Background: an optimization exercise with open tools, aiming at small area, a short achievable clock period and few clock cycles per item. Do not read the settings as production practice.
Only simulation tests tie the RTL to the original design; equivalence was not proved.
Power and IR drop assume default switching activity.

<file path="design/flow/run.sh">
#!/bin/bash
# synth_recipe.tcl (not shown) runs the flow's synth.tcl, then flattens the netlist and writes it again
# the make line also repeats each setting of config.mk as NAME=value (left out here)
make -C /OpenROAD-flow-scripts/flow DESIGN_CONFIG=/design/flow/config.mk WORK_HOME=/design/flow/orfs CLKGATE_MAP_FILE= SYNTH_SCRIPT=/design/flow/synth_recipe.tcl finish
</file>
<file path="design/flow/constraint.sdc">
create_clock -name core_clock -period 5.0 [get_ports {Clk}]
set_input_delay 1.0000 -clock core_clock [delete_from_list [all_inputs] [get_ports {Clk}]]
set_output_delay 1.0000 -clock core_clock [all_outputs]
set_load 0.01 [all_outputs]
</file>
<file path="design/flow/design.v">
module mul_div_unit #(
    parameter int WIDTH = 64
) (
    input  logic             Clk,
    input  logic             Reset,
    input  logic             Start,
    input  logic [2:0]       Op,
    input  logic [WIDTH-1:0] BusA,
    input  logic [WIDTH-1:0] BusB,
    input  logic [4:0]       DestReg,
    output logic             Busy,
    output logic             Done,
    output logic [WIDTH-1:0] Result,
    output logic [4:0]       RW,
    output logic             RegWr
);
    localparam int CW = $clog2(WIDTH);        
    localparam logic [2:0] OP_MUL   = 3'b000;
    localparam logic [2:0] OP_UMULH = 3'b001;
    localparam logic [2:0] OP_SMULH = 3'b010;
    localparam logic [2:0] OP_UDIV  = 3'b011;
    localparam logic [2:0] OP_SDIV  = 3'b100;
    function automatic logic [CW-1:0] topbit(input logic [WIDTH-1:0] v);
        logic [CW-1:0] z [WIDTH];
        logic          nz [WIDTH];
        logic [CW-1:0] zh, zl;
        logic          nh, nl;
        for (int i = 0; i < WIDTH; i++) begin
            nz[i] = v[i];
            z[i]  = '0;
        end
        for (int l = 0; l < CW; l++) begin
            for (int i = 0; i < (WIDTH >> (l + 1)); i++) begin
                nh = nz[2*i+1]; zh = z[2*i+1];
                nl = nz[2*i];   zl = z[2*i];
                nz[i] = nh | nl;
                z[i]  = nh ? zh : (zl | (1 << l));
            end
        end
        topbit = nz[0] ? ~z[0] : '0;
    endfunction
    function automatic logic ones_run(input logic [WIDTH-1:0] v);
        logic r;
        r = 1'b1;
        for (int i = 0; i < WIDTH - 1; i++) if (v[i+1] && !v[i]) r = 1'b0;
        ones_run = r;
    endfunction
    function automatic logic shorter(input logic [WIDTH-1:0] p, input logic [WIDTH-1:0] q);
        logic [WIDTH-1:0] above;     
        above[WIDTH-1] = p[WIDTH-1];
        for (int i = WIDTH - 2; i >= 0; i--) above[i] = above[i+1] | p[i];
        shorter = |(q & ~above);
    endfunction
    logic             r_busy;      
    logic             r_done;      
    logic             r_first;     
    logic             r_prep;      
    logic             r_div;       
    logic             r_negq;      
    logic             r_selhi;     
    logic             r_swap;      
    logic             r_msg;       
    logic             r_inv;       
    logic             r_ax;        
    logic             r_ay;        
    logic             r_e;         
    logic             r_dbit;      
    logic [CW-1:0]    r_cnt;       
    logic [CW-1:0]    r_ta, r_tb;  
    logic             r_ea, r_eb;  
    logic             r_nzb;       
    logic             r_sb;        
    logic [4:0]       r_rw;
    logic [WIDTH-1:0] r_x;         
    logic [WIDTH-1:0] r_y;         
    logic [WIDTH-1:0] r_lo;        
    logic [WIDTH-1:0] r_hi;        
    logic             w_is_mul, w_is_div, w_msgn, w_dsgn;
    logic             w_sa, w_sb, w_nza, w_nzb;
    logic [WIDTH-1:0] w_va, w_vb;
    logic             w_swap, w_zero, w_first_neg;
    assign w_is_mul = (Op == OP_MUL) || (Op == OP_UMULH) || (Op == OP_SMULH);
    assign w_is_div = (Op == OP_UDIV) || (Op == OP_SDIV);
    assign w_msgn   = (Op == OP_MUL) || (Op == OP_SMULH);
    assign w_dsgn   = (Op == OP_SDIV);
    assign w_sa  = (w_msgn || w_dsgn) && BusA[WIDTH-1];
    assign w_sb  = (w_msgn || w_dsgn) && BusB[WIDTH-1];
    assign w_va  = BusA ^ {WIDTH{w_sa}};
    assign w_vb  = BusB ^ {WIDTH{w_sb}};
    assign w_nza = |w_va;
    assign w_nzb = |w_vb;
    assign w_swap      = w_is_mul && shorter(w_vb, w_va);
    assign w_first_neg = w_swap ? w_sb : w_sa;
    assign w_zero = !(w_is_mul || w_is_div)
                 || (w_is_mul && ((!w_nza && !w_sa) || (!w_nzb && !w_sb)))
                 || (w_is_div && (!w_nzb && !w_sb))
                 || (w_is_div && (!w_nza && !w_sa));
    logic [CW-1:0]    w_cnt0, w_cnt;
    logic [CW:0]      w_lena, w_lenb;
    logic             w_dzero;
    assign w_cnt0  = (r_swap ? r_tb : r_ta) + (r_swap ? r_eb : r_ea);
    assign w_cnt   = r_first ? w_cnt0 : r_cnt;
    assign w_lena  = {1'b0, r_ta} + r_ea;
    assign w_lenb  = r_nzb ? ({1'b0, r_tb} + 1'b1) : {{CW{1'b0}}, r_sb};
    assign w_dzero = r_first && r_div && (w_lena + 1'b1 < w_lenb);
    logic [WIDTH-1:0] w_add_a, w_add_b;
    logic             w_cin;
    logic [WIDTH:0]   w_sum;
    logic             w_c, w_ge;
    logic [WIDTH-1:0] w_hi_next, w_lo_next;
    logic             w_last;
    logic             w_nbit;
    assign w_add_a = {r_lo[WIDTH-2:0], r_div & r_dbit};
    assign w_add_b = ((r_x & {WIDTH{r_ax}}) | (r_y & {WIDTH{r_ay}})) ^ {WIDTH{r_inv}};
    assign w_cin   = r_inv;
    logic [WIDTH-1:0] w_g [CW+1];
    logic [WIDTH-1:0] w_p [CW+1];
    logic [WIDTH-1:0] w_p0;
    always_comb begin
        w_p0      = w_add_a ^ w_add_b;
        w_g[0]    = w_add_a & w_add_b;
        w_p[0]    = w_p0;
        w_g[0][0] = w_g[0][0] | (w_p0[0] & w_cin);
        for (int l = 0; l < CW; l++) begin
            w_g[l+1] = w_g[l];
            w_p[l+1] = w_p[l];
            for (int i = 0; i < WIDTH; i++) begin
                if ((i >> l) & 1) begin
                    w_g[l+1][i] = w_g[l][i] | (w_p[l][i] & w_g[l][((i >> l) << l) - 1]);
                    w_p[l+1][i] = w_p[l][i] & w_p[l][((i >> l) << l) - 1];
                end
            end
        end
    end
    assign w_sum = {w_g[CW][WIDTH-1], w_p0 ^ {w_g[CW][WIDTH-2:0], w_cin}};
    assign w_c   = w_sum[WIDTH];
    assign w_ge      = r_lo[WIDTH-1] || w_c;
    assign w_lo_next = (r_div && !w_ge) ? w_add_a : w_sum[WIDTH-1:0];
    logic             w_b0, w_flip;
    logic [WIDTH-1:0] w_ht, w_hm;
    assign w_b0   = r_div ? (w_ge ^ r_negq) : r_lo[WIDTH-1];
    assign w_flip = r_div ? (r_negq && w_last) : (w_c ^ r_e);
    always_comb begin
        w_ht    = {r_hi[WIDTH-2:0] ^ {(WIDTH-1){r_e}}, 1'b1};
        w_hm[0] = 1'b1;
        for (int i = 1; i < WIDTH; i++) w_hm[i] = w_hm[i-1] & w_ht[i-1];
    end
    assign w_hi_next = {r_hi[WIDTH-2:0], w_b0}
                     ^ (w_hm & {WIDTH{w_flip}} & {{(WIDTH-1){w_b0 ^ r_e}}, 1'b1});
    assign w_last = (w_cnt == '0) && !r_prep;
    assign w_nbit = !w_last && (r_swap ? r_y[w_cnt - 1'b1] : r_x[w_cnt - 1'b1]);
    always_ff @(posedge Clk or posedge Reset) begin
        if (Reset) begin
            r_busy <= 1'b0;
            r_done <= 1'b0;
        end else if (!r_busy) begin
            r_done <= Start && w_zero;
            r_busy <= Start && !w_zero;
        end else if (w_last || w_dzero) begin
            r_busy <= 1'b0;
            r_done <= 1'b1;
        end
    end
    always_ff @(posedge Clk) begin
        if (!r_busy) begin
            if (Start) begin
                r_rw    <= DestReg;
                r_first <= 1'b1;
                r_div   <= w_is_div;
                r_negq  <= w_dsgn && (w_sa ^ w_sb);
                r_selhi <= (Op != OP_MUL);
                r_swap  <= w_swap;
                r_msg   <= w_msgn;
                r_prep  <= w_dsgn && BusA[WIDTH-1];
                r_y     <= BusB;
                r_ta    <= topbit(w_va);
                r_tb    <= topbit(w_vb);
                r_ea    <= w_nza && w_sa && (!w_is_div || ones_run(w_va));
                r_eb    <= w_nzb && w_sb;
                r_nzb   <= w_nzb;
                r_sb    <= w_sb;
                r_ax    <= (w_is_mul && w_swap) || (w_dsgn && BusA[WIDTH-1]);
                r_ay    <= (w_is_div && !(w_dsgn && BusA[WIDTH-1])) || (w_is_mul && !w_swap);
                r_inv   <= w_is_div ? (!w_sb || BusA[WIDTH-1]) : w_first_neg;
                r_e     <= w_is_mul && ((w_msgn && (w_swap ? BusA[WIDTH-1] : BusB[WIDTH-1])) ^ w_first_neg);
                r_dbit  <= !(w_dsgn && BusA[WIDTH-1]);
            end
        end else if (r_prep) begin
            r_prep <= 1'b0;
            r_ax   <= 1'b0;
            r_ay   <= 1'b1;
            r_inv  <= !r_sb;
            r_dbit <= 1'b1;
        end else begin
            r_first <= 1'b0;
            r_cnt   <= w_cnt - 1'b1;
            r_dbit  <= w_nbit;
            if (!r_div) begin
                r_ax  <= r_swap && w_nbit;
                r_ay  <= !r_swap && w_nbit;
                r_inv <= 1'b0;
                r_e   <= w_nbit && r_msg && (r_swap ? r_x[WIDTH-1] : r_y[WIDTH-1]);
            end
        end
    end
    always_ff @(posedge Clk) begin
        if (!r_busy) begin
            if (Start) r_x <= BusA;
        end else if (r_prep) begin
            r_x <= w_sum[WIDTH-1:0];
        end
    end
    always_ff @(posedge Clk) begin
        if (!r_busy) begin
            r_lo <= '0;
            r_hi <= {WIDTH{w_dsgn && (w_sa ^ w_sb) && !w_zero}};
        end else begin
            r_lo <= w_lo_next;
            r_hi <= w_dzero ? '0 : w_hi_next;
        end
    end
    assign Busy   = r_busy;
    assign Done   = r_done;
    assign Result = r_selhi ? r_hi : r_lo;
    assign RW     = r_rw;
    assign RegWr  = r_done && (r_rw != 5'd31);
endmodule
</file>
<file path="design/flow/config.mk">
export PLATFORM = sky130hd
export DESIGN_NAME = mul_div_unit
export DESIGN_NICKNAME = mul_div_unit
export VERILOG_FILES = /design/flow/design.v
export SDC_FILE = /design/flow/constraint.sdc
export NUM_CORES = 4
export LEC_CHECK = 0
export CAP_MARGIN = 20
export CORE_MARGIN = 2
export CORE_UTILIZATION = 65
export SLEW_MARGIN = 20
</file>
==> results of run 1 <==
logic make-up (layout without fill, tap and decap cells):
group	after synthesis	in the layout	share of synthesized area
compound gates	832	832	0.2286
xor+xnor	231	231	0.08533
fa+ha+maj	80	80	0.04411
buf+inv	296	475	0.04870
flops	297	297	0.3212
mux	149	149	0.08971
other cells	0	1	0
simple gates	912	912	0.1823
state kept, by name (all words and copies together) (netlist names), 5 cells and up:
register  flops
r_cnt         6
r_rw          5
r_x          64
r_ta          6
r_tb          6
r_y          64
r_lo         64
r_hi         64
critical path: cells and delay by family, from the launching register on:
family	cells	cell delay, ns
fa+ha+maj	1	0.31
compound gates	9	2.72
mux	1	0.40
xor+xnor	1	0.20
buf+inv	1	0.21
flops	1	0.42
simple gates	2	0.41
metrics by stage:
stage,area (um2),setup TNS [ns],std cells,utilization
finish,27790,0,3438,0.7774
global route,27780,0,3437,0.7774
CTS,27760,0,3437,0.7766
detailed placement,26640,-0.1700,3376,0.7452
global placement,26640,0,3376,0.7452
floorplan,23710,0,2797,-
report_power, final:
| group | switching, uW | internal, uW |
|---|---|---|
| combinational | 7670 | 5120 |
| sequential | 803 | 3820 |
| clock | 1060 | 1500 |
| total | 9540 | 10400 |
metal layers:
| layer | wire length (um) | track usage | up-vias | part of all wire |
|---|---|---|---|---|
| li1 | - | - | 10740 | - |
| met1 | 32580 | 0.6193 | 11400 | 0.37 |
| met2 | 36970 | 0.6726 | 2191 | 0.42 |
| met3 | 13450 | 0.1157 | 370 | 0.15 |
| met4 | 5314 | 0.2398 | 0 | 0.060 |
| met5 | 0 | 0 | - | 0 |
worst max-delay path by stage:
stage,to,depth (start not counted),slack (ns),start
after floorplan,r_ax,13,0.38,r_swap
after global placement,r_ay,13,0.003,Op[1]
after detailed placement,r_ay,13,-0.14,Op[1]
after CTS,r_hi[9],17,0.09,r_ax
after global routing,r_hi[12],17,0.02,r_ax
final,r_hi[34],15,0.15,r_ax
Yosys cell counts (15+ instances only):
cell type,n,area [um2]
xor2_1,86,753.2
a21oi_1,184,920.9
and3_1,28,175.2
nand3_1,99,495.5
a211oi_1,37,277.8
a21o_1,20,150.1
dfxtp_1,129,2582
o31ai_1,15,112.6
nor2b_1,24,150.1
or3_1,26,162.7
inv_1,94,352.8
o21ai_0,215,1076
buf_1,45,168.9
and2_1,16,100.1
o21a_1,20,150.1
a21boi_0,16,120.1
nor4_1,17,106.4
clkbuf_1,138,518.0
or4_1,26,195.2
o22ai_1,19,118.9
xnor2_1,145,1270
nand2b_1,33,206.5
a31oi_1,37,231.5
o2111ai_1,24,210.2
nand2_1,323,1212
nor2_1,175,656.9
nor3_1,73,365.4
a22oi_1,71,533.0
o211ai_1,39,292.8
mux2i_1,19,190.2
ha_1,74,925.9
nand4_1,34,212.7
edfxtp_1,166,4985
mux2_2,88,991.0
mux4_2,42,945.9
repair_timing:
action / in CTS / in global routing
endpoints found under the setup margin: 0 / 63
hold buffers: 0 / 0
hold endpoints to repair: 0 / 0
resized for setup: 0 / 7
cell type report:
type                    count  share of cell area
repair buffers            318              0.1111
inverters                  96             0.01301
clock buffers              49             0.03602
multi-input cells        2204              0.5404
flip-flops and latches    297              0.2743
clock inverters            12            0.004323
well taps                 461             0.02076
diodes                      1          0.00009006
==> results.cfg, run 1 <==
[outcome]
status = complete, no violations

[routing]
routedWlPerCell_um = 25.69
drt_iter0_drc = 3902
drc = 0
antenna_left = 0
wirelength_mm = 88.32
vias = 24690
dr.pass1.iters = 10
avgViaCountPerCell = 7.183

[floorplan]
initial_core_util = 0.6634
io_pins = 211
fp-row-count = 69
dieWidth_um = 195.0
die_height_um = 195.0
die_area_um2 = 38020
core_area_um2 = 35740

[sta]
setup_slack_ns = 0.1478
slew_violations = 0
hold_viol = 0
min_period_ns = 4.852
worst_clock_skew_ns = 0.01817
slew-limit-headroom = 0.3992
whs_ns = 0.4796
period_share = 0.9704
fmaxAchievable_ghz = 0.2061
rsz0062_at_grt = no
worstMarginPinSlew_ns = 0.9012
final-setup-viol-count = 0

[worst_setup_path]
cp_slowest_cell = o31ai_1
rr_startpoint = r_ax
critPathArrivalTime_ns = 5.29
start_kind = flop
required_ns = 5.43
ff2ff_path_depth = 15
worstPathCellList = buf_12 -> a22oi_1 -> xnor2_1 -> ha_1 -> a21oi_1 -> o21ai_0 -> o31ai_1 -> nand3_1 -> and3_2 -> o21a_1 -> o311a_1 -> o21ba_4 -> o2111ai_2 -> mux2_2 -> o311ai_0
r2r_slack_ns = 0.15
r2r_end = r_hi[34]
endpoint_kind = flop
worst-setup-path-type = reg2reg
cp_max_fo = 64
slowest_delay_ns = 0.60

[synth]
synth_edf_count = 166
synthFlopType = edfxtp_1
syn-num-nets = 3016
ys_ff_latch = 297
syn_avg_cell_area_um2 = 8.477
yosysSeqAreaShare = 0.3212
yosysWarnings = 7
netlist_instances = 2797
synth-async-reset-ratio = 0.006734
synth.distinct_cells = 85
netlist_area_um2 = 23710

[finish]
seq_area_um2 = 7621
mostFrequentLayoutCell = nand2_1
multi_input_area_um2 = 15020
nFillCells = 2359
syn2layout_area_growth_pct = 17.19
drive_above_1_share = 0.1102
final_cell_mix = nand2_1 (322), o21ai_0 (214), clkdlybuf4s50_1 (210)
nNetsFinal = 3171

[min_path]
hold_depth = 2
worstHoldStart = r_lo[45]
hold_end = r_lo[46]
min_path_type = reg2reg

[global_route]
grt_max_degree = 70
grt.overflow.total = 0
grt_pass1_wl_mm = 134.8
grt_pass1_vias = 23270
grt_usage = 0.4560
antenna_found_initial = 0

[clock_network]
numCtsBuffers = 35
clock_latency_ns = 0.55
clk_path_buf_depth = 3
clock_sinks = 297
cts_tree = built
clockRootBuffer = clkbuf_16
cts_setup_buffers = 0
htreeDepth = 2
path_clk_slew_ns = 0.06

[power_and_ir_drop]
power_uw = 19980
leakagePower_uw = 0.01049
vdd_drop_max_mv = 0.4238
pwr_density_cell_nw_per_um2 = 719.0

[placement]
pre_cts_ws_ns = -0.1383
hpwl_mm = 65.82
place_congestion = 1.076
port_buffers = 210

[job]
drv_cap = 0
Testbench counts, summed over its fixed seeds: cycles 51,315, items 4,000.
==> run 2: changes to the inputs <==
--- a/design/flow/config.mk
+++ b/design/flow/config.mk
@@ -9,3 +9,3 @@
 export CORE_MARGIN = 2
-export CORE_UTILIZATION = 65
+export CORE_UTILIZATION = 40
 export SLEW_MARGIN = 20
==> run 2 against run 1 <==
  * Non-clock buffer count is 61 higher
  * Hold slack about the same
  * Combinational power about the same
  * Worst setup slack better by 0.29 ns
  * Sequential share of layout area fell by 0.94 points
  * Sequential power fell by 1%
  * Maximum frequency up 6.4%
  * Clock skew rose by 0.011 ns
  * Sequential cell count unchanged
  * Utilization decreased by 29 points
  * Synthesized cell count stayed put
  * Critical endpoint is now r_x[60]
  * Largest power group unchanged
==> results.cfg, run 2 <==
[outcome]
status = complete, no violations

[synth]
yosysMostFrequentCell = nand2_1
yosysWarnings = 7
synth_edf_count = 166
synth_commonest_cells = nand2_1 (323), o21ai_0 (215), a21oi_1 (184), nor2_1 (175), edfxtp_1 (166)
synth_top_area_cell = edfxtp_1
netlist_instances = 2797
synthFlopType = edfxtp_1
netlist_area_um2 = 23710
syn-num-nets = 3016
ys_ff_latch = 297
syn_avg_cell_area_um2 = 8.477
synth.distinct_cells = 85
synth_area_leaders = edfxtp_1 (21%), dfxtp_1 (11%), xnor2_1 (5.4%)
yosysSeqAreaShare = 0.3212
synth-async-reset-ratio = 0.006734
synth_top_area_frac = 0.2102

[global_route]
antenna_found_initial = 11
grt_usage = 0.3008
grt_pass1_wl_mm = 139.3
grt_pass1_vias = 22050
grt.overflow.total = 0
grt_max_degree = 84

[power_and_ir_drop]
switching_share = 0.4586
power_report.internal_total_uw = 10750
vdd_drop_max_mv = 0.4683
seq_power_share = 0.230
pwr_density_cell_nw_per_um2 = 689.8
combPwrFrac = 0.632
pwr-share-clk = 0.138
p_switching_uw = 9104
leakagePower_uw = 0.01084

[floorplan]
initial_core_util = 0.4033
io_pins = 211
fp-row-count = 89
dieWidth_um = 247.5
core_area_um2 = 58800
die_height_um = 247.5
die_area_um2 = 61240

[min_path]
worstHoldStart = r_lo[42]
hold_end = r_lo[43]
hold_depth = 2
min_path_type = reg2reg

[clock_network]
postCtsHoldBufs = 0
clockRootBuffer = clkbuf_16
cts_setup_buffers = 0
clk_path_buf_depth = 3
clock_sinks = 297
cts_resized = 0
numCtsBuffers = 37
cts_tree = built
htreeDepth = 2
clock_latency_ns = 0.54
path_clk_slew_ns = 0.06

[routing]
wirelength_mm = 93.84
dr.pass1.iters = 7
avgViaCountPerCell = 6.217
vias = 23730
antenna_left = 0
routedWlPerCell_um = 24.59
drc = 0
drt_iter0_drc = 2226

[placement]
port_buffers = 210
place_congestion = 0.9676
hpwl_mm = 74.23

[sta]
min_period_ns = 4.559
hold_viol = 0
rsz0062_at_grt = no
slew-limit-headroom = 0.2423
slew_violations = 0
period_share = 0.9117
whs_ns = 0.4797
final-setup-viol-count = 0
worstMarginPinSlew_ns = 1.128
setup_tns_ns = 0
fmaxAchievable_ghz = 0.2194
worst_clock_skew_ns = 0.02924

[finish]
nNetsFinal = 3234
fin_util = 0.4894
final_cell_mix = nand2_1 (322), o21ai_0 (215), clkdlybuf4s50_1 (210)
syn2layout_area_growth_pct = 21.37
drive_above_1_share = 0.1282
mostFrequentLayoutCell = nand2_1

[worst_setup_path]
rr_startpoint = r_ax
r2r_slack_ns = 0.44
r2r_end = r_x[60]
required_ns = 5.24
worst-setup-path-type = reg2reg
endpoint_kind = flop
start_kind = flop
cp_max_fo = 13
critPathArrivalTime_ns = 4.79
ff2ff_path_depth = 16

[job]
drv_cap = 0
==> run 2: cells by family (layout without fill, tap and decap cells) <==
kind of cell,Yosys count,count (layout),share of synthesized area
AO/OA/AOI/OAI,832,832,0.2286
XOR/XNOR,231,231,0.08533
adder cells (fa/ha/maj),80,80,0.04411
buffers and inverters,296,541,0.04870
flip-flops,297,297,0.3212
multiplexers,149,149,0.08971
other,0,1,0
AND/OR/NAND/NOR,912,912,0.1823
==> run 2: worst max-delay path by stage <==
| stage | cells after the start | startpoint | to |
|---|---|---|---|
| finish | 16 | r_ax | r_x[60] |
| global route | 18 | r_ax | r_hi[35] |
| CTS | 16 | r_ay | r_hi[34] |
| detailed placement | 14 | Op[1] | r_hi[57] |
| global placement | 14 | Op[1] | r_hi[57] |
| floorplan | 13 | r_swap | r_ax |
==> run 2: final cells by class <==
type / count / area (um2)
clock inverters: 16 / 190.2
inverters: 96 / 361.6
fillers: 5577 / 30020
repair buffers: 379 / 3608
well taps: 773 / 967.2
diodes: 1 / 2.502
flip-flops and latches: 297 / 7621
clock buffers: 50 / 1039
multi-input cells: 2204 / 14990
==> run 2: power by group through the flow <==
stage	sequential, uW	combinational [uW]	clock [uW]
after floorplan	4230	8670	0
after global placement	4590	12000	0
after detailed placement	4620	12200	0
after CTS	4580	12300	2790
after global routing	4650	13700	2870
final	4560	12500	2740
==> run 2: layer usage <==
metal  wire [um]  track usage  share of wire
met5          46            0        0.00049
met4        3713       0.1169          0.040
met3        7820      0.03990          0.083
met2       40420       0.4530           0.43
met1       41840       0.4355           0.45
==> run 2: worst max-delay path, stage by stage (launching register included) <==
cell      delay [ns]
edfxtp_1        0.43
buf_12          0.18
a22oi_1         0.30
xnor2_1         0.20
ha_1            0.32
a21o_1          0.17
a221oi_1        0.33
o221a_2         0.30
o22ai_1         0.09
a211o_1         0.33
buf_4           0.17
o21ai_0         0.31
a311oi_1        0.21
buf_4           0.19
a21o_1          0.19
a211oi_1        0.40
o31ai_1         0.14
==> run 2: through the flow <==
stage	power, uW	worst slack [ns]	std cells	cell area (um2)
floorplan	12900	0.3794	2797	23710
global placement	16540	0.1421	3747	27510
detailed placement	16810	0.1487	3747	27510
CTS	19660	0.2987	3813	28740
global route	21260	0.1610	3816	28780
finish	19850	0.4414	3816	28780
==> run 3: changes to the inputs <==
--- a/design/flow/design.v
+++ b/design/flow/design.v
@@ -63,2 +63,3 @@
     logic             r_inv;       
+    logic             r_rs;        
     logic             r_ax;        
@@ -108,3 +109,3 @@
     logic [WIDTH:0]   w_sum;
-    logic             w_c, w_ge;
+    logic             w_c, w_rs, w_q;
     logic [WIDTH-1:0] w_hi_next, w_lo_next;
@@ -136,7 +137,8 @@
     assign w_c   = w_sum[WIDTH];
-    assign w_ge      = r_lo[WIDTH-1] || w_c;
-    assign w_lo_next = (r_div && !w_ge) ? w_add_a : w_sum[WIDTH-1:0];
+    assign w_rs      = r_lo[WIDTH-1] ^ r_sb ^ r_inv ^ w_c;
+    assign w_q       = !w_rs && !r_prep;
+    assign w_lo_next = w_sum[WIDTH-1:0];
     logic             w_b0, w_flip;
     logic [WIDTH-1:0] w_ht, w_hm;
-    assign w_b0   = r_div ? (w_ge ^ r_negq) : r_lo[WIDTH-1];
+    assign w_b0   = r_div ? (w_q ^ r_negq) : r_lo[WIDTH-1];
     assign w_flip = r_div ? (r_negq && w_last) : (w_c ^ r_e);
@@ -186,2 +188,3 @@
                 r_dbit  <= !(w_dsgn && BusA[WIDTH-1]);
+                r_rs    <= 1'b0;
             end
@@ -197,3 +200,6 @@
             r_dbit  <= w_nbit;
-            if (!r_div) begin
+            if (r_div) begin
+                r_rs  <= w_rs;
+                r_inv <= w_rs ^ !r_sb;
+            end else begin
                 r_ax  <= r_swap && w_nbit;
@@ -217,3 +223,3 @@
         end else begin
-            r_lo <= w_lo_next;
+            r_lo <= r_prep ? '0 : w_lo_next;
             r_hi <= w_dzero ? '0 : w_hi_next;
==> run 3 against run 2 <==
  * Sequential share of layout area up 0.93 points
  * Clock skew shrank 0.00066 ns
  * Maximum frequency down 1.6%
  * Global-route usage down 0.99 points
  * First-iteration DRC count grew 6.2%
  * Final cell count fell by 6.1%
==> results.cfg, run 3 <==
[finish]
nNetsFinal = 3011
final_cell_mix = xnor2_1 (221), clkdlybuf4s50_1 (210), nand2_1 (191)
drive_above_1_share = 0.1303
seq_area_um2 = 7621
mostFrequentLayoutCell = xnor2_1
diodes = 0
nFillCells = 5514
syn2layout_area_growth_pct = 19.27
final_cells = 3582
multi_input_area_um2 = 14610

[sta]
hold_viol = 0
whs_ns = 0.5649
setup_tns_ns = 0
fmaxAchievable_ghz = 0.2158
period_share = 0.9267
rsz0062_at_grt = no
slew-limit-headroom = 0.3748
worst_clock_skew_ns = 0.02858
min_period_ns = 4.633
final-setup-viol-count = 0
worstMarginPinSlew_ns = 0.9142
slew_violations = 0

[worst_setup_path]
path_buf_inv = 2
required_ns = 5.38
start_kind = flop
r2r_end = r_hi[11]
endpoint_kind = flop
critPathLaunch = r_ax
cpMostUsedCell = buf_12
r2r_slack_ns = 0.37
ff2ff_path_depth = 17
cp_max_fo = 64
critPathArrivalTime_ns = 5.01
worst-setup-path-type = reg2reg
cp-endpoint = r_hi[11]
critPathTopFamily = compound AO/OA/AOI/OAI gates
crit_cells = 17
slowest_delay_ns = 0.41
rr_startpoint = r_ax
cp_slowest_cell = edfxtp_1
worstPathCellList = buf_12 -> a22oi_1 -> nor2_1 -> a21oi_1 -> fa_1 -> nor2b_1 -> o31a_1 -> o21bai_1 -> a31oi_1 -> o211a_1 -> or3_1 -> a221oi_2 -> mux2i_4 -> buf_12 -> nor4_1 -> xnor2_1 -> o21ai_1

[power_and_ir_drop]
pwr_density_cell_nw_per_um2 = 694.9
leakagePower_uw = 0.009903
vdd_drop_max_mv = 0.4171
power_uw = 19320

[floorplan]
fp-row-count = 88
core_area_um2 = 57700
initial_core_util = 0.4040
io_pins = 211
dieWidth_um = 245.4
die_height_um = 245.4
die_area_um2 = 60210

[clock_network]
path_clk_slew_ns = 0.06
cts_resized = 0
cts_tree = built
clk_path_buf_depth = 3
postCtsHoldBufs = 0
clock_latency_ns = 0.55
cts_setup_buffers = 0
clock_sinks = 297
clockRootBuffer = clkbuf_16
numCtsBuffers = 34
htreeDepth = 2

[routing]
wirelength_mm = 88.94
vias = 21960
avgViaCountPerCell = 6.131
drc = 0
drt_iter0_drc = 2364
dr.pass1.iters = 5
antenna_left = 0
routedWlPerCell_um = 24.83

[global_route]
grt.overflow.total = 0
grt_pass1_vias = 21080
grt_usage = 0.2909
grt_max_degree = 69
grt_pass1_wl_mm = 133.2
grt_use_met1 = 0.4209
antenna_found_initial = 1
use_met3 = 0.03612
grt-busiest-layer = met2
grt_util_met2 = 0.4456

[outcome]
status = complete, no violations

[synth]
synth_top_area_cell = edfxtp_1
synth_top_area_frac = 0.2139
netlist_area_um2 = 23310
synth-async-reset-ratio = 0.006734
syn-num-nets = 2840
synth.distinct_cells = 96
syn_avg_cell_area_um2 = 8.892
synthFlopType = edfxtp_1
yosysSeqAreaShare = 0.3268
synth_area_leaders = edfxtp_1 (21%), dfxtp_1 (11%), xnor2_1 (8.3%)
ys_ff_latch = 297
yosysMostFrequentCell = xnor2_1
synth_commonest_cells = xnor2_1 (221), nand2_1 (192), nor2_1 (175), edfxtp_1 (166), o21ai_0 (151)
netlist_instances = 2621
yosysWarnings = 7
synth_edf_count = 166

[min_path]
min_path_type = reg2reg

[placement]
place_congestion = 0.9851
hpwl_mm = 70.25
placed_cells = 3521
port_buffers = 210

[job]
drv_cap = 0
-- run 3: metal layers --
metal  vias to the layer above  share of wire  routed length (um)
li1                      10080              -                   -
met1                     10710           0.45               40140
met2                      1008           0.44               38700
met3                       161          0.076                6756
met4                         0          0.038                3341
met5                         -              0                   0
-- run 3: cells by family (layout without fill, tap and decap cells) --
group                      count (synthesis)  after routing  share of synthesized area
muxes                                    167            167                    0.09819
buffers and inverters                    293            489                    0.04934
AOI/OAI and AO/OA                        757            757                     0.2117
xor gates and xnor gates                 252            252                    0.09470
DFF                                      297            297                     0.3268
and+or+nand+nor                          775            775                     0.1744
adders and majority gates                 80             80                    0.04488
-- run 3: worst min path at each step --
stage	to	start	cells past startpoint
2_1_floorplan	r_hi[63]	r_hi[62]	2
3_3_place_gp	r_hi[63]	r_hi[62]	2
3_5_place_dp	r_hi[63]	r_hi[62]	2
4_1_cts	r_hi[63]	r_hi[62]	2
5_1_grt	r_hi[29]	r_hi[28]	2
6_report	r_hi[63]	r_hi[62]	2
-- run 3: metrics by stage --
stage                 util  area, um2  worst slack, ns
floorplan                -      23310           0.6256
global placement    0.4624      26680           0.3268
detailed placement  0.4624      26680           0.2465
CTS                 0.4818      27800           0.4160
global route        0.4818      27800          0.07705
finish              0.4818      27800           0.3666
-- run 3: cell type report --
type,count,area share
clock buffer,46,0.03367
clock inverter,15,0.006617
inverter,109,0.01476
multi-input combinational,2031,0.5255
sequential,297,0.2742
tap,765,0.03443
timing repair buffer,319,0.1109
-- run 3: report_power, final --
part | switching [uW] | leakage (uW) | internal [uW]
logic | 7040 | 0.00672 | 5240
registers | 669 | 0.00264 | 3820
clock network | 1060 | 0.000548 | 1490
-- run 3: tightest hold or removal path, delay by kind of cell, from the launching register on --
family / cells / cell delay [ns]
DFF: 1 / 0.34
AOI/OAI and AO/OA: 1 / 0.10
xor gates and xnor gates: 1 / 0.08
Testbench counts of run 3, summed over its fixed seeds: cycles 51,315, items 4,000.
==> run 4: changes to the inputs <==
--- a/design/flow/config.mk
+++ b/design/flow/config.mk
@@ -10,2 +10,5 @@
 export CORE_UTILIZATION = 40
+export CTS_BUF_LIST = sky130_fd_sc_hd__clkbuf_16
+export CTS_CLUSTER_DIAMETER = 60
+export CTS_CLUSTER_SIZE = 24
 export SLEW_MARGIN = 20
==> run 4 against run 3 <==
  * The layout now fails its checks (antenna rules)
  * Clock power shrank 9.1%
  * Design area shrank 0.42%
  * Synthesized cell count is the same
  * Via count grew 0.30%
  * Die area is the same
  * Largest cell class unchanged
  * Largest power group unchanged
==> results.cfg, run 4 <==
[outcome]
status = complete, but fails checks
checkFailReasons = antenna rules

[floorplan]
die_height_um = 245.4
initial_core_util = 0.4040
core_area_um2 = 57700
dieWidth_um = 245.4
die_area_um2 = 60210
fp-row-count = 88
io_pins = 211

[clock_network]
clk_path_buf_depth = 3
clock_latency_ns = 0.57
cts_resized = 0
cts_setup_buffers = 0
path_clk_slew_ns = 0.09
postCtsHoldBufs = 0
cts_tree = built
clockRootBuffer = clkbuf_16
htreeDepth = 1
clock_sinks = 297
numCtsBuffers = 26

[worst_setup_path]
path_buf_inv = 2
required_ns = 5.41
rr_startpoint = r_ax
cpMostUsedCell = buf_12
r2r_slack_ns = 0.30
r2r_end = r_hi[14]
worstPathCellList = buf_12 -> a22oi_1 -> nor2_1 -> a21oi_1 -> fa_1 -> nor2b_1 -> o31a_1 -> o21bai_1 -> a31oi_1 -> o211a_1 -> or3_1 -> a221oi_2 -> mux2i_4 -> buf_12 -> nor4_2 -> xnor2_1 -> o21ai_1
worst-setup-path-type = reg2reg
slowest_delay_ns = 0.42
endpoint_kind = flop
critPathLaunch = r_ax
critPathArrivalTime_ns = 5.11
start_kind = flop
critPathTopFamily = compound AO/OA/AOI/OAI gates
cp_slowest_cell = edfxtp_1
cp_max_fo = 64
ff2ff_path_depth = 17

[placement]
place_congestion = 0.9851
hpwl_mm = 70.25
placed_cells = 3521
port_buffers = 210

[finish]
syn2layout_area_growth_pct = 18.77
nNetsFinal = 3003
seq_area_um2 = 7621
drive_above_1_share = 0.1295
mostFrequentLayoutCell = xnor2_1
nFillCells = 5493
multi_input_area_um2 = 14610
final_cells = 3575
final_cell_mix = xnor2_1 (221), clkdlybuf4s50_1 (210), nand2_1 (191)

[routing]
routedWlPerCell_um = 24.85
antenna_left = 1
dr.pass1.iters = 6
drt_iter0_drc = 2336
drc = 0
avgViaCountPerCell = 6.161
vias = 22030
wirelength_mm = 88.84

[global_route]
grt.overflow.total = 0
antenna_found_initial = 1
grt_pass1_wl_mm = 132.9
grt_usage = 0.2895
grt_pass1_vias = 21020
grt_max_degree = 69

[synth]
yosysMostFrequentCell = xnor2_1
synth_commonest_cells = xnor2_1 (221), nand2_1 (192), nor2_1 (175), edfxtp_1 (166), o21ai_0 (151)
synth_top_area_cell = edfxtp_1
yosysWarnings = 7
synth-async-reset-ratio = 0.006734
synth_area_leaders = edfxtp_1 (21%), dfxtp_1 (11%), xnor2_1 (8.3%)
synth_edf_count = 166
syn_avg_cell_area_um2 = 8.892
syn-num-nets = 2840
synth.distinct_cells = 96
netlist_area_um2 = 23310
synth_top_area_frac = 0.2139
ys_ff_latch = 297
synthFlopType = edfxtp_1
yosysSeqAreaShare = 0.3268
netlist_instances = 2621

[sta]
worstMarginPinSlew_ns = 0.9012
rsz0062_at_grt = no
setup_tns_ns = 0
whs_ns = 0.5730
period_share = 0.9402
hold_viol = 0
slew_violations = 0
min_period_ns = 4.701
worst_clock_skew_ns = 0.01974
fmaxAchievable_ghz = 0.2127
slew-limit-headroom = 0.3992
final-setup-viol-count = 0

[job]
drv_cap = 0

[min_path]
hold_depth = 2
hold_end = r_hi[63]
min_path_type = reg2reg
worstHoldStart = r_hi[62]

[power_and_ir_drop]
leakagePower_uw = 0.009834
pwr_density_cell_nw_per_um2 = 690.1
power_uw = 19100
vdd_drop_max_mv = 0.4143
run 4: cell count changes in the layout (fill, tap and decap cells not counted), sizes merged:
cell      delta
clkinvlp     -1
bufinv       -2
clkinv       -1
clkbuf      -19
diode        +6
inv         +10
run 4: area by class of cell:
class / instances / share of cell area
inverters: 109 / 0.01483
clock buffers: 27 / 0.02441
well taps: 765 / 0.03458
flip-flops and latches: 297 / 0.2753
diodes: 6 / 0.0005424
clock inverters: 21 / 0.01126
multi-input cells: 2031 / 0.5277
repair buffers: 319 / 0.1114
run 4: kinds of logic after synthesis:
group	share of synthesized area
multiplexers	0.09819
AO/OA/AOI/OAI	0.2117
buffers and inverters	0.04934
XOR/XNOR	0.09470
flip-flops	0.3268
AND/OR/NAND/NOR	0.1744
adder cells (fa/ha/maj)	0.04488
run 4: where the power goes:
group	leakage [uW]	internal, uW	switching [uW]
clock	0.000478	1150	1160
combinational	0.00672	5240	7060
sequential	0.00264	3820	670
total	0.00983	10200	8900
run 4: worst min-delay path, cell delays in order (launching register included):
cell and delay, ns:
dfxtp_1 0.35, xnor2_1 0.08, o21ai_1 0.10
run 4: stage by stage:
stage	worst slack (ns)	instance area, um2	util
2_1_floorplan	0.6256	23310	-
6_report	0.2989	27680	0.4798
4_1_cts	0.3966	27670	0.4795
5_1_grt	0.03644	27670	0.4795
3_5_place_dp	0.2465	26680	0.4624
3_3_place_gp	0.3268	26680	0.4624
run 4: worst max path at each step:
stage | end | slack, ns | cells after the start
after CTS | r_hi[14] | 0.40 | 16
after global routing | r_x[45] | 0.04 | 14
after floorplan | r_ax | 0.63 | 15
final | r_hi[14] | 0.30 | 17
after global placement | r_hi[7] | 0.33 | 16
after detailed placement | r_hi[14] | 0.25 | 15
run 4: metal layers:
layer	vias up	share of wire	GRT usage
li1	10070	-	-
met1	10730	0.45	0.4207
met2	1087	0.44	0.4457
met3	138	0.084	0.03514
met4	0	0.034	0.09305
met5	-	0	0
==> run 5: changes to the inputs <==
--- a/design/flow/config.mk
+++ b/design/flow/config.mk
@@ -10,5 +10,6 @@
 export CORE_UTILIZATION = 40
-export CTS_BUF_LIST = sky130_fd_sc_hd__clkbuf_16
-export CTS_CLUSTER_DIAMETER = 60
-export CTS_CLUSTER_SIZE = 24
+export CTS_BUF_LIST = sky130_fd_sc_hd__clkbuf_8
+export CTS_CLUSTER_DIAMETER = 50
+export CTS_CLUSTER_SIZE = 14
+export SETUP_SLACK_MARGIN = 0.8
 export SLEW_MARGIN = 20
==> run 5 against run 4 <==
  * Now clean on timing, DRC and antenna
  * Area after synthesis is the same
  * Routed wire length is 2.0% higher
  * Critical path depth did not move
  * Utilization grew 2.2 points
  * Maximum frequency up 4.8%
  * Critical endpoint is now r_hi[50]
  * Power up 11%
  * Clock skew is 0.011 ns higher
  * Critical path type unchanged
  * Worst setup slack better by 0.22 ns
  * Sequential power up 2%
  * Combinational power rose by 17%
  * Design area is 4.7% higher
  * Synthesized cell count unchanged
==> results.cfg, run 5 <==
[global_route]
grt_pass1_vias = 21610
grt_max_degree = 69
antenna_found_initial = 3
grt_util_met2 = 0.4469
grt-busiest-layer = met2
grt_pass1_wl_mm = 134.0
grt_use_met1 = 0.4070
grt_usage = 0.2905
grt.overflow.total = 0
use_met3 = 0.04376

[sta]
period_share = 0.8968
slew_violations = 0
setup_tns_ns = 0
rsz0062_at_grt = yes
hold_viol = 0
worst_clock_skew_ns = 0.03085
worstMarginPinSlew_ns = 1.005
fmaxAchievable_ghz = 0.2230
final-setup-viol-count = 0
min_period_ns = 4.484
slew-limit-headroom = 0.3284

[synth]
yosysWarnings = 7
synth-async-reset-ratio = 0.006734
synth_adder_area_share = 0.04488
synth_simple_gate_area_frac = 0.1744
synth-xor-area-share = 0.09470
synth_mux_area_frac = 0.09819
synth_top_area_cell = edfxtp_1
ys_ff_latch = 297
syn_avg_cell_area_um2 = 8.892
yosysMostFrequentCell = xnor2_1
yosysSeqAreaShare = 0.3268
synth_top_family_by_area = compound AO/OA/AOI/OAI gates
synth_area_leaders = edfxtp_1 (21%), dfxtp_1 (11%), xnor2_1 (8.3%)
netlist_instances = 2621
synth_commonest_cells = xnor2_1 (221), nand2_1 (192), nor2_1 (175), edfxtp_1 (166), o21ai_0 (151)
synth.distinct_cells = 96
synth_top_area_frac = 0.2139
netlist_area_um2 = 23310
syn-num-nets = 2840
synth_edf_count = 166
synth_compound_area_frac = 0.2117
synthFlopType = edfxtp_1

[finish]
final_cell_mix = xnor2_1 (216), clkdlybuf4s50_1 (209), nand2_1 (191)
fin_area_um2 = 28970
syn2layout_area_growth_pct = 24.31
fin_util = 0.5021
drive_above_1_share = 0.1788
mostFrequentLayoutCell = xnor2_1
nNetsFinal = 3064

[floorplan]
io_pins = 211
die_area_um2 = 60210
fp-row-count = 88
dieWidth_um = 245.4
die_height_um = 245.4
initial_core_util = 0.4040
core_area_um2 = 57700

[min_path]
min_path_type = reg2reg

[clock_network]
clockRootBuffer = clkbuf_8
clock_latency_ns = 0.60
cts_tree = built
htreeDepth = 2
numCtsBuffers = 39
postCtsHoldBufs = 0
path_clk_slew_ns = 0.09
clock_sinks = 297
clk_path_buf_depth = 3

[routing]
routedWlPerCell_um = 24.89
avgViaCountPerCell = 6.159
wirelength_mm = 90.65
antenna_left = 0
drc = 0
vias = 22430
drt_iter0_drc = 2285
dr.pass1.iters = 5

[placement]
placement.cell_area_um2 = 26600
hpwl_mm = 67.51
port_buffers = 210
place_congestion = 0.9738

[power_and_ir_drop]
pwr_density_cell_nw_per_um2 = 732.8
vdd_drop_max_mv = 0.4019
leakagePower_uw = 0.01048

[worst_setup_path]
start_kind = flop
required_ns = 5.45
critPathArrivalTime_ns = 4.93
cp_max_fo = 16
cpMostUsedCell = xnor2_1
worst-setup-path-type = reg2reg
endpoint_kind = flop
slowest_delay_ns = 0.49
cp_slowest_cell = edfxtp_1
worstPathCellList = buf_12 -> a22oi_2 -> xnor2_1 -> ha_1 -> a21oi_1 -> nor2b_1 -> o21a_2 -> nand3b_1 -> o211a_1 -> or3_4 -> a221oi_4 -> mux2i_4 -> buf_6 -> buf_16 -> nor3_2 -> xnor2_1 -> o21ai_1

[job]
drv_cap = 0

[outcome]
status = complete, no violations
[run 5: cell counts after synthesis]
No cell type changed its count.
[run 5: final timing paths]
| check | start | end | slack [ns] | cells past startpoint |
|---|---|---|---|---|
| setup reg to reg | r_ax | r_hi[50] | 0.52 | 17 |
| max in group asynchronous | Reset | r_busy | 4.25 | 2 |
| setup / recovery | r_ax | r_hi[50] | 0.52 | 17 |
| hold / removal | r_hi[62] | r_hi[63] | 0.57 | 2 |
| min in group asynchronous | Reset | r_busy | 0.58 | 2 |
| hold reg to reg | r_hi[62] | r_hi[63] | 0.57 | 2 |
[run 5: final cells by class]
class	instances	area, um2
diodes	2	5.005
clock inverters	29	330.3
fillers	5382	28720
repair buffers	367	3712
clock buffers	42	578.1
flip-flops and latches	297	7621
multi-input cells	2031	15360
well taps	765	957.2
inverters	109	410.4
[run 5: metrics by stage]
stage | power, uW | hold WS (ns) | worst slack (ns) | instances
final | 21230 | 0.5655 | 0.5161 | 3642
after global routing | 22440 | 0.5930 | 0.3829 | 3642
after CTS | 20190 | 0.5631 | 0.5119 | 3619
after detailed placement | 16650 | 0.5517 | 0.2422 | 3510
after global placement | 16330 | 0.5362 | 0.3271 | 3510
after floorplan | 12910 | 0.5127 | 0.7867 | 2621
[run 5: kinds of logic (layout without fill, tap and decap cells)]
family / after synthesis / after routing
adder cells (fa/ha/maj): 80 / 80
other: 0 / 2
XOR/XNOR: 252 / 252
flip-flops: 297 / 297
AO/OA/AOI/OAI: 757 / 757
AND/OR/NAND/NOR: 775 / 775
buffers and inverters: 293 / 547
multiplexers: 167 / 167
[run 5: worst max-delay path, delay by kind of cell, from the launching register on]
| kind | cells | cell delay, ns |
|---|---|---|
| compound gates | 6 | 1.45 |
| simple gates | 4 | 0.80 |
| buf+inv | 3 | 0.57 |
| flops | 1 | 0.49 |
| xor+xnor | 2 | 0.34 |
| mux | 1 | 0.34 |
| fa+ha+maj | 1 | 0.31 |
[run 5: power by group]
part | switching [uW] | leakage [uW] | internal, uW | total [uW]
Sequential | 758 | 0.00264 | 3820 | 4580
Clock | 1080 | 0.000498 | 1130 | 2200
Combinational | 7990 | 0.00734 | 6460 | 14400
Total | 9820 | 0.0105 | 11400 | 21200
[run 5: metal layers]
metal / up-vias / wire [um]
li1: 10200 / -
met1: 10840 / 39200
met2: 1185 / 39920
met3: 206 / 7548
met4: 2 / 3970
met5: - / 17
[run 5: repair_timing]
| item | in CTS | in global routing |
|---|---|---|
| pin swaps | 4 | 18 |
| cloned | 8 | 5 |
| setup endpoints to repair | 86 | 97 |
| endpoints found under the hold margin | 0 | 0 |
| gates resized for setup | 84 | 57 |
| setup buffers | 30 | 16 |
==> run 6: changes to the inputs <==
--- a/design/flow/config.mk
+++ b/design/flow/config.mk
@@ -13,3 +13,2 @@
 export CTS_CLUSTER_SIZE = 14
-export SETUP_SLACK_MARGIN = 0.8
 export SLEW_MARGIN = 20
==> run 6 against run 5 <==
  * Still clean on timing, DRC and antenna
  * Hold slack better by 0.0022 ns
  * Count of clock-buffer cells in the layout fell by 5
  * Routed wire length is 1.8% lower
  * Utilization decreased by 2.7 points
  * Via count fell by 2.1%
  * Final cell count decreased by 1.6%
  * Synthesized cell count stayed put
  * Maximum frequency decreased by 3.7%
  * First-iteration DRC count down 0.53%
  * Worst setup slack got worse by 0.17 ns
  * Register-to-register slack worse by 0.17 ns
  * Largest cell class unchanged
==> results.cfg, run 6 <==
[synth]
ys_ff_latch = 297
synth.distinct_cells = 96
netlist_instances = 2621
yosysWarnings = 7
synth-async-reset-ratio = 0.006734
syn_avg_cell_area_um2 = 8.892
synth_top_area_cell = edfxtp_1
synthFlopType = edfxtp_1
yosysMostFrequentCell = xnor2_1
synth_edf_count = 166
synth_commonest_cells = xnor2_1 (221), nand2_1 (192), nor2_1 (175), edfxtp_1 (166), o21ai_0 (151)
synth_top_area_frac = 0.2139
netlist_area_um2 = 23310
syn-num-nets = 2840
yosysSeqAreaShare = 0.3268
synth_area_leaders = edfxtp_1 (21%), dfxtp_1 (11%), xnor2_1 (8.3%)

[finish]
nFillCells = 5550
final_cell_mix = xnor2_1 (221), clkdlybuf4s50_1 (210), nand2_1 (191)
fin_util = 0.4754
mostFrequentLayoutCell = xnor2_1
drive_above_1_share = 0.1307
syn2layout_area_growth_pct = 17.69
nNetsFinal = 3011
final_cells = 3582

[sta]
fmaxAchievable_ghz = 0.2148
rsz0062_at_grt = no
setup_slack_ns = 0.3449
final-setup-viol-count = 0
period_share = 0.9310
setup_tns_ns = 0
hold_viol = 0
worstMarginPinSlew_ns = 0.9062
slew-limit-headroom = 0.3959
min_period_ns = 4.655
slew_violations = 0
worst_clock_skew_ns = 0.03115

[clock_network]
cts_resized = 0
clock_sinks = 297
cts_setup_buffers = 0
clk_path_buf_depth = 3
clock_latency_ns = 0.59
htreeDepth = 2
clockRootBuffer = clkbuf_8
path_clk_slew_ns = 0.09
postCtsHoldBufs = 0
cts_tree = built
numCtsBuffers = 34

[placement]
port_buffers = 210
hpwl_mm = 70.25
pre_cts_ws_ns = 0.2465
place_congestion = 0.9851
placed_cells = 3521

[worst_setup_path]
worst-setup-path-type = reg2reg
endpoint_kind = flop
critPathArrivalTime_ns = 4.99
start_kind = flop
cp_max_fo = 64
cp_slowest_cell = or4_1
slowest_delay_ns = 0.58
required_ns = 5.34
worstPathCellList = buf_12 -> a22oi_1 -> xnor2_1 -> ha_1 -> nand2_1 -> or4_1 -> a31o_2 -> a211oi_1 -> nor2_1 -> o31ai_1 -> a21oi_1 -> o211ai_1 -> xor2_1 -> mux2_2

[global_route]
grt.overflow.total = 0
antenna_found_initial = 2
grt_pass1_wl_mm = 132.9
grt_max_degree = 69
grt_pass1_vias = 21060
grt_usage = 0.2904

[floorplan]
die_height_um = 245.4
io_pins = 211
dieWidth_um = 245.4
core_area_um2 = 57700
fp-row-count = 88
initial_core_util = 0.4040
die_area_um2 = 60210

[routing]
routedWlPerCell_um = 24.84
drt_iter0_drc = 2273
wirelength_mm = 88.99
vias = 21960
antenna_left = 0
avgViaCountPerCell = 6.131
dr.pass1.iters = 5
drc = 0

[power_and_ir_drop]
vdd_drop_max_mv = 0.4124
leakagePower_uw = 0.009748
pwr_density_cell_nw_per_um2 = 680.8
power_uw = 18680

[job]
drv_cap = 0

[min_path]
min_path_type = reg2reg

[outcome]
status = complete, no violations
==> run 6: changes by cell type in the layout (fill, tap and decap cells not counted), sizes merged, moves of 4 or more <==
cell and change:
buf -42, clkbuf -9, clkinv -4, clkinvlp +5, inv -5
==> run 6: worst paths after layout <==
check | start | to | slack (ns) | cells after the start
max | r_ax | r_x[45] | 0.34 | 14
min | r_hi[62] | r_hi[63] | 0.57 | 2
max reg2reg | r_ax | r_x[45] | 0.34 | 14
min reg2reg | r_hi[62] | r_hi[63] | 0.57 | 2
max in group asynchronous | Reset | r_done | 4.22 | 2
min in group asynchronous | Reset | r_busy | 0.61 | 2
==> run 6: cell type report <==
cell class                      instances  area (um2)  share of cell area
Clock buffer                           37       509.2             0.01856
Multi-Input combinational cell       2031       14610              0.5325
Tap cell                              765       957.2             0.03489
Clock inverter                         23       240.2            0.008758
Inverter                              109       410.4             0.01496
Timing Repair Buffer                  319        3083              0.1124
Antenna cell                            1       2.502          0.00009123
Sequential cell                       297        7621              0.2778
==> run 6: report_power, final <==
part / internal, uW / total [uW] / switching, uW
registers: 3820 / 4490 / 670
logic: 5240 / 12300 / 7060
clock network: 917 / 1890 / 969
total: 9980 / 18700 / 8700
==> run 6: critical path: cells and delay by family, from the launching register on <==
family	cells	cell delay (ns)
buffers and inverters	1	0.22
AOI/OAI and AO/OA	6	1.99
and+or+nand+nor	3	0.85
adders and majority gates	1	0.34
DFF	1	0.42
xor gates and xnor gates	2	0.27
muxes	1	0.28
==> run 6: metal layers <==
metal	GRT usage	vias up	routed length, um
met1	0.4191	10750	40280
met2	0.4443	1007	38920
met3	0.03918	138	6795
met4	0.1000	0	2990
met5	0	-	0
li1	-	10070	-
==> run 6: logic make-up after synthesis <==
kind of cell | synth area share
muxes | 0.09819
and+or+nand+nor | 0.1744
xor gates and xnor gates | 0.09470
adders and majority gates | 0.04488
AOI/OAI and AO/OA | 0.2117
DFF | 0.3268
buffers and inverters | 0.04934
==> run 6: stage by stage <==
| stage | instance area, um2 | hold slack, ns |
|---|---|---|
| floorplan | 23310 | 0.5127 |
| global placement | 26680 | 0.5304 |
| detailed placement | 26680 | 0.5588 |
| CTS | 27430 | 0.5722 |
| global route | 27430 | 0.5867 |
| finish | 27430 | 0.5677 |
==> run 7: changes to the inputs <==
--- a/design/flow/config.mk
+++ b/design/flow/config.mk
@@ -13,2 +13,4 @@
 export CTS_CLUSTER_SIZE = 14
+export PLACE_DENSITY = 0.75
+export SETUP_SLACK_MARGIN = 0.3
 export SLEW_MARGIN = 20
==> run 7 against run 6 <==
  * Still clean on timing, DRC and antenna
  * Die area is the same
  * Sequential share of layout area is essentially flat
  * Register-to-register slack gained 0.08 ns
  * Clock power is essentially flat
  * Final cell count shrank 0.42%
  * Count of clock-buffer cells in the layout shrank 5
  * Non-clock buffer count shrank 10
  * Worst setup slack gained 0.078 ns
  * Critical path depth grew 2
  * Hold slack lost 0.0098 ns
  * Routed wire length shrank 6.3%
  * Critical path type unchanged
  * Highest routed layer is now met5
==> results.cfg, run 7 <==
[outcome]
status = complete, no violations

[clock_network]
clockRootBuffer = clkbuf_8
clk_path_buf_depth = 3
cts_tree = built
path_clk_slew_ns = 0.09
numCtsBuffers = 30
clock_sinks = 297
postCtsHoldBufs = 0
clock_latency_ns = 0.66
htreeDepth = 1

[sta]
slew-limit-headroom = 0.3592
whs_ns = 0.5578
worstMarginPinSlew_ns = 0.9369
rsz0062_at_grt = yes
slew_violations = 0
final-setup-viol-count = 0
worst_clock_skew_ns = 0.03965
hold_viol = 0
min_period_ns = 4.577
fmaxAchievable_ghz = 0.2185
setup_tns_ns = 0
period_share = 0.9154

[global_route]
grt_max_degree = 78
grt.overflow.total = 0
antenna_found_initial = 5
grt_pass1_wl_mm = 123.8
grt_usage = 0.2652
grt_pass1_vias = 20350

[worst_setup_path]
required_ns = 5.50
critPathArrivalTime_ns = 5.08
start_kind = flop
endpoint_kind = flop
cp_max_fo = 25
worst-setup-path-type = reg2reg

[floorplan]
die_height_um = 245.4
core_area_um2 = 57700
fp-row-count = 88
die_area_um2 = 60210
dieWidth_um = 245.4
initial_core_util = 0.4040
io_pins = 211

[synth]
synth_top_area_frac = 0.2139
synth_commonest_cells = xnor2_1 (221), nand2_1 (192), nor2_1 (175), edfxtp_1 (166), o21ai_0 (151)
yosysWarnings = 7
synth.distinct_cells = 96
netlist_area_um2 = 23310
netlist_instances = 2621
synth_edf_count = 166
yosysMostFrequentCell = xnor2_1
yosysSeqAreaShare = 0.3268
ys_ff_latch = 297
synthFlopType = edfxtp_1
syn_avg_cell_area_um2 = 8.892
synth_area_leaders = edfxtp_1 (21%), dfxtp_1 (11%), xnor2_1 (8.3%)
synth-async-reset-ratio = 0.006734
syn-num-nets = 2840
synth_top_area_cell = edfxtp_1

[routing]
dr.pass1.iters = 7
wirelength_mm = 83.39
antenna_left = 0
routedWlPerCell_um = 23.38
drt_iter0_drc = 2852
vias = 22110
drc = 0
avgViaCountPerCell = 6.199

[placement]
hpwl_mm = 64.68
place_congestion = 1.040
port_buffers = 210

[finish]
drive_above_1_share = 0.1282
nNetsFinal = 2997
final_cell_mix = xnor2_1 (221), clkdlybuf4s50_1 (210), nand2_1 (191)
syn2layout_area_growth_pct = 17.68
mostFrequentLayoutCell = xnor2_1

[power_and_ir_drop]
switching_share = 0.4622
power_report.internal_total_uw = 10150
leakagePower_uw = 0.009724
pwr-share-clk = 0.099
pwr_density_cell_nw_per_um2 = 688.2
seq_power_share = 0.239
combPwrFrac = 0.662
vdd_drop_max_mv = 0.4006
p_switching_uw = 8724

[job]
drv_cap = 0

[min_path]
min_path_type = reg2reg
## run 7: cell counts after synthesis
Identical to the previous run, type by type.
## run 7: what timing repair did
item / CTS / global route
gates resized for setup: 0 / 12
setup endpoints to repair: 0 / 68
setup buffers: 0 / 4
## run 7: layout make-up
| class | count | area (um2) |
|---|---|---|
| fillers | 5416 | 30270 |
| multi-input cells | 2031 | 14660 |
| repair buffers | 309 | 3047 |
| diodes | 1 | 2.502 |
| clock inverters | 23 | 285.3 |
| clock buffers | 32 | 440.4 |
| inverters | 109 | 410.4 |
| well taps | 765 | 957.2 |
| flip-flops and latches | 297 | 7621 |
## run 7: layer usage
metal	share of wire	vias to the layer above	wire length, um	GRT usage
met5	0.00049	-	41	0
met4	0.042	6	3542	0.1014
met3	0.10	207	8698	0.04496
met2	0.43	1349	35910	0.4011
met1	0.42	10480	35200	0.3767
li1	-	10070	-	-
## run 7: worst paths after layout
check / from / depth (start not counted) / slack [ns] / to
worst max-delay path: r_ax / 16 / 0.42 / r_hi[28]
min in group asynchronous: Reset / 2 / 0.62 / r_busy
worst min register to register: r_hi[47] / 2 / 0.56 / r_hi[48]
worst max register to register: r_ax / 16 / 0.42 / r_hi[28]
worst min-delay path: r_hi[47] / 2 / 0.56 / r_hi[48]
max in group asynchronous: Reset / 2 / 4.24 / r_busy
## run 7: metrics by stage
stage | util | instance area [um2] | total power (uW) | setup WS (ns) | cells
floorplan | - | 23310 | 12900 | 0.6256 | 2621
global placement | 0.4595 | 26510 | 16160 | 0.3842 | 3504
detailed placement | 0.4595 | 26510 | 16400 | 0.3350 | 3504
CTS | 0.4721 | 27240 | 18320 | 0.4025 | 3559
global route | 0.4754 | 27430 | 20010 | 0.2435 | 3567
finish | 0.4754 | 27430 | 18870 | 0.4231 | 3567
## run 7: worst max-delay path, cell delays in order, from the launching register on
cell,delay (ns)
edfxtp_1,0.44
buf_12,0.19
a22oi_1,0.30
xnor2_1,0.14
ha_1,0.37
nand4_1,0.12
or4_1,0.59
a31oi_1,0.48
o211a_1,0.26
o21ai_1,0.13
a221oi_4,0.35
mux2i_4,0.12
buf_12,0.15
clkbuf_16,0.19
nor4_2,0.34
xnor2_1,0.16
o21ai_1,0.07
## run 7: power by group through the flow
stage / clock network, uW / registers [uW] / logic, uW
floorplan: 0 / 4180 / 8720
global placement: 0 / 4490 / 11700
detailed placement: 0 / 4520 / 11900
CTS: 1880 / 4470 / 12000
global route: 1970 / 4580 / 13500
finish: 1870 / 4510 / 12500
## run 7: cells by family (layout without fill, tap and decap cells)
logic type | Yosys count | count (layout) | share of synthesized area
xor gates and xnor gates | 252 | 252 | 0.09470
adders and majority gates | 80 | 80 | 0.04488
DFF | 297 | 297 | 0.3268
muxes | 167 | 167 | 0.09819
buffers and inverters | 293 | 473 | 0.04934
other | 0 | 1 | 0
AOI/OAI and AO/OA | 757 | 757 | 0.2117
and+or+nand+nor | 775 | 775 | 0.1744
==> run 8: changes to the inputs <==
--- a/design/flow/config.mk
+++ b/design/flow/config.mk
@@ -13,4 +13,4 @@
 export CTS_CLUSTER_SIZE = 14
-export PLACE_DENSITY = 0.75
-export SETUP_SLACK_MARGIN = 0.3
+export PLACE_DENSITY = 0.7
+export SETUP_SLACK_MARGIN = 0.6
 export SLEW_MARGIN = 20
==> run 8 against run 7 <==
  * Still clean on timing, DRC and antenna
  * Clock power fell by 12%
  * Routed wire length rose by 4.7%
  * Power rose by 3.2%
  * Global-route usage rose by 1.3 points
  * Area after synthesis did not move
  * Critical path depth rose by 3
  * Via count rose by 1.1%
  * Maximum frequency rose by 3.0%
  * Worst setup slack improved by 0.13 ns
  * Utilization rose by 1.1 points
  * Sequential cell count did not move
  * Count of clock-buffer cells in the layout did not move
  * Largest cell class unchanged
==> results.cfg, run 8 <==
[outcome]
status = complete, no violations

[power_and_ir_drop]
power_uw = 19490
vdd_drop_max_mv = 0.5005
seq_power_share = 0.231
combPwrFrac = 0.684
switching_share = 0.4701
leakagePower_uw = 0.01007
power_report.internal_total_uw = 10330
p_switching_uw = 9160
pwr-share-clk = 0.085
pwr_density_cell_nw_per_um2 = 694.6

[worst_setup_path]
path_buf_inv = 5
critPathArrivalTime_ns = 4.95
cp_max_fo = 24
start_kind = flop
worst-setup-path-type = reg2reg
slowest_delay_ns = 0.46
endpoint_kind = flop
worstPathCellList = buf_6 -> clkbuf_16 -> a22oi_2 -> xnor2_1 -> ha_1 -> and4_1 -> o21ai_0 -> o21bai_1 -> a31oi_1 -> buf_4 -> o211a_1 -> or3_4 -> a221oi_4 -> mux2i_4 -> buf_4 -> buf_16 -> nor4_1 -> xnor2_1 -> o21ai_1
required_ns = 5.51
critPathTopFamily = compound AO/OA/AOI/OAI gates
cp_slowest_cell = edfxtp_1

[job]
drv_cap = 0

[synth]
yosysWarnings = 7
ys_ff_latch = 297
synth_commonest_cells = xnor2_1 (221), nand2_1 (192), nor2_1 (175), edfxtp_1 (166), o21ai_0 (151)
netlist_instances = 2621
synthFlopType = edfxtp_1
yosysMostFrequentCell = xnor2_1
synth_top_area_cell = edfxtp_1
synth-async-reset-ratio = 0.006734
synth_edf_count = 166
yosysSeqAreaShare = 0.3268
netlist_area_um2 = 23310
syn-num-nets = 2840
synth.distinct_cells = 96
syn_avg_cell_area_um2 = 8.892
synth_area_leaders = edfxtp_1 (21%), dfxtp_1 (11%), xnor2_1 (8.3%)
synth_top_area_frac = 0.2139

[placement]
port_buffers = 210
placed_cells = 3511
hpwl_mm = 67.14
place_congestion = 0.9954
placement.cell_area_um2 = 26580

[sta]
whs_ns = 0.5392
period_share = 0.8888
slew_violations = 0
setup_tns_ns = 0
fmaxAchievable_ghz = 0.2250
slew-limit-headroom = 0.2424
min_period_ns = 4.444
hold_viol = 0
rsz0062_at_grt = yes
worstMarginPinSlew_ns = 1.136
final-setup-viol-count = 0
worst_clock_skew_ns = 0.04470

[routing]
wl_met1_mm = 37.01
avgViaCountPerCell = 6.213
met3WireLength_mm = 8.164
vias = 22360
top_layer_used = met5
wirelength_mm = 87.33
drt_iter0_drc = 2603
routedWlPerCell_um = 24.27
drc = 0
met2_length_mm = 37.95
dr.pass1.iters = 6
antenna_left = 0

[clock_network]
cts_tree = built
htreeDepth = 1
clk_path_buf_depth = 3
numCtsBuffers = 31
postCtsHoldBufs = 0
clock_latency_ns = 0.65
clockRootBuffer = clkbuf_8
clock_sinks = 297
path_clk_slew_ns = 0.10

[floorplan]
die_area_um2 = 60210
core_area_um2 = 57700
initial_core_util = 0.4040
dieWidth_um = 245.4
die_height_um = 245.4
io_pins = 211
fp-row-count = 88

[global_route]
antenna_found_initial = 4
grt_usage = 0.2785
grt_pass1_vias = 21200
grt_max_degree = 69
grt.overflow.total = 0
grt_pass1_wl_mm = 129.0

[finish]
mostFrequentLayoutCell = xnor2_1
nFillCells = 5332
final_cells = 3599
final_cell_mix = xnor2_1 (216), clkdlybuf4s50_1 (210), nand2_1 (191)
drive_above_1_share = 0.1525
syn2layout_area_growth_pct = 20.37
nNetsFinal = 3027
fin_area_um2 = 28050

[min_path]
min_path_type = in2async
-- run 8: stage by stage --
step,worst slack [ns],util
5_1_grt,0.3492,0.4862
6_report,0.5562,0.4862
2_1_floorplan,0.6256,-
3_5_place_dp,0.2332,0.4607
4_1_cts,0.5477,0.4771
3_3_place_gp,0.3308,0.4607
-- run 8: kinds of logic (layout without fill, tap and decap cells) --
logic type,after synthesis,in the layout,share of synthesized area
and+or+nand+nor,775,775,0.1744
buffers and inverters,293,505,0.04934
DFF,297,297,0.3268
adders and majority gates,80,80,0.04488
xor gates and xnor gates,252,252,0.09470
muxes,167,167,0.09819
AOI/OAI and AO/OA,757,757,0.2117
other,0,1,0
-- run 8: routing by layer --
| metal | vias to the layer above | global-route usage |
|---|---|---|
| li1 | 10120 | - |
| met2 | 1283 | 0.4266 |
| met1 | 10760 | 0.3901 |
| met3 | 202 | 0.04060 |
| met4 | 4 | 0.1198 |
| met5 | - | 0 |
-- run 8: worst paths after layout --
check                      startpoint       end  slack (ns)  depth (start not counted)
max                              r_ax  r_hi[60]        0.56                         19
min                             Reset    r_busy        0.54                          2
max reg2reg                      r_ax  r_hi[60]        0.56                         19
min reg2reg                  r_hi[62]  r_hi[63]        0.57                          2
max in group asynchronous       Reset    r_busy        4.29                          2
min in group core_clock      r_hi[62]  r_hi[63]        0.57                          2
-- run 8: area by class of cell --
class	instances	area, um2	share of cell area
diodes	1	2.502	0.00008920
clock buffers	32	440.4	0.01570
clock inverters	26	191.4	0.006824
inverters	109	410.4	0.01463
multi-input cells	2031	15090	0.5381
flip-flops and latches	297	7621	0.2717
well taps	765	957.2	0.03412
repair buffers	338	3336	0.1189
-- run 8: timing repair --
item,in CTS,in global routing
resized for setup,29,59
setup endpoints to repair,70,84
pin swaps,10,4
buffers inserted,12,11
gates cloned,2,4
-- run 8: power by group through the flow --
stage | Combinational [uW] | Sequential, uW | Clock (uW)
finish | 13300 | 4510 | 1650
global route | 14300 | 4580 | 1770
CTS | 12500 | 4460 | 1670
detailed placement | 12000 | 4510 | 0
global placement | 11600 | 4460 | 0
floorplan | 8720 | 4180 | 0

==> separate check: timing with driven ports <==
Ports are ideal in the flow. The routed layouts listed here were re-timed in OpenROAD. Step 1 assumes that a clkbuf_16 drives the clock port and a buf_2 every other input. Step 2, shift: input delay + t, output delay - t, t = (earliest + latest rising clock arrival at the registers) / 2. This alone moves slack from input paths to output paths. Slacks: ideal / step 1 / step 2; pairs: ideal / step 1.
run | t, ns | setup WS [ns] | cell pins on the clock port's net
run 1 | 0.598 | 0.148 / 0.148 / -0.356 | 1
run 2 | 0.593 | 0.441 / 0.441 / -0.031 | 1
run 3 | 0.591 | 0.367 / 0.367 / 0.175 | 1
run 4 | 0.621 | 0.299 / 0.299 / 0.193 | 1
run 5 | 0.639 | 0.516 / 0.516 / 0.304 | 1
run 6 | 0.627 | 0.345 / 0.345 / 0.199 | 1
run 7 | 0.695 | 0.423 / 0.423 / 0.232 | 1
run 8 | 0.688 | 0.556 / 0.556 / 0.190 | 1
Met with ideal ports but missed after step 2: setup timing in run 1 and run 2. For run 1, which loses most, drivers alone change the setup slack by 0.000 ns; drivers and shift together by -0.504 ns.
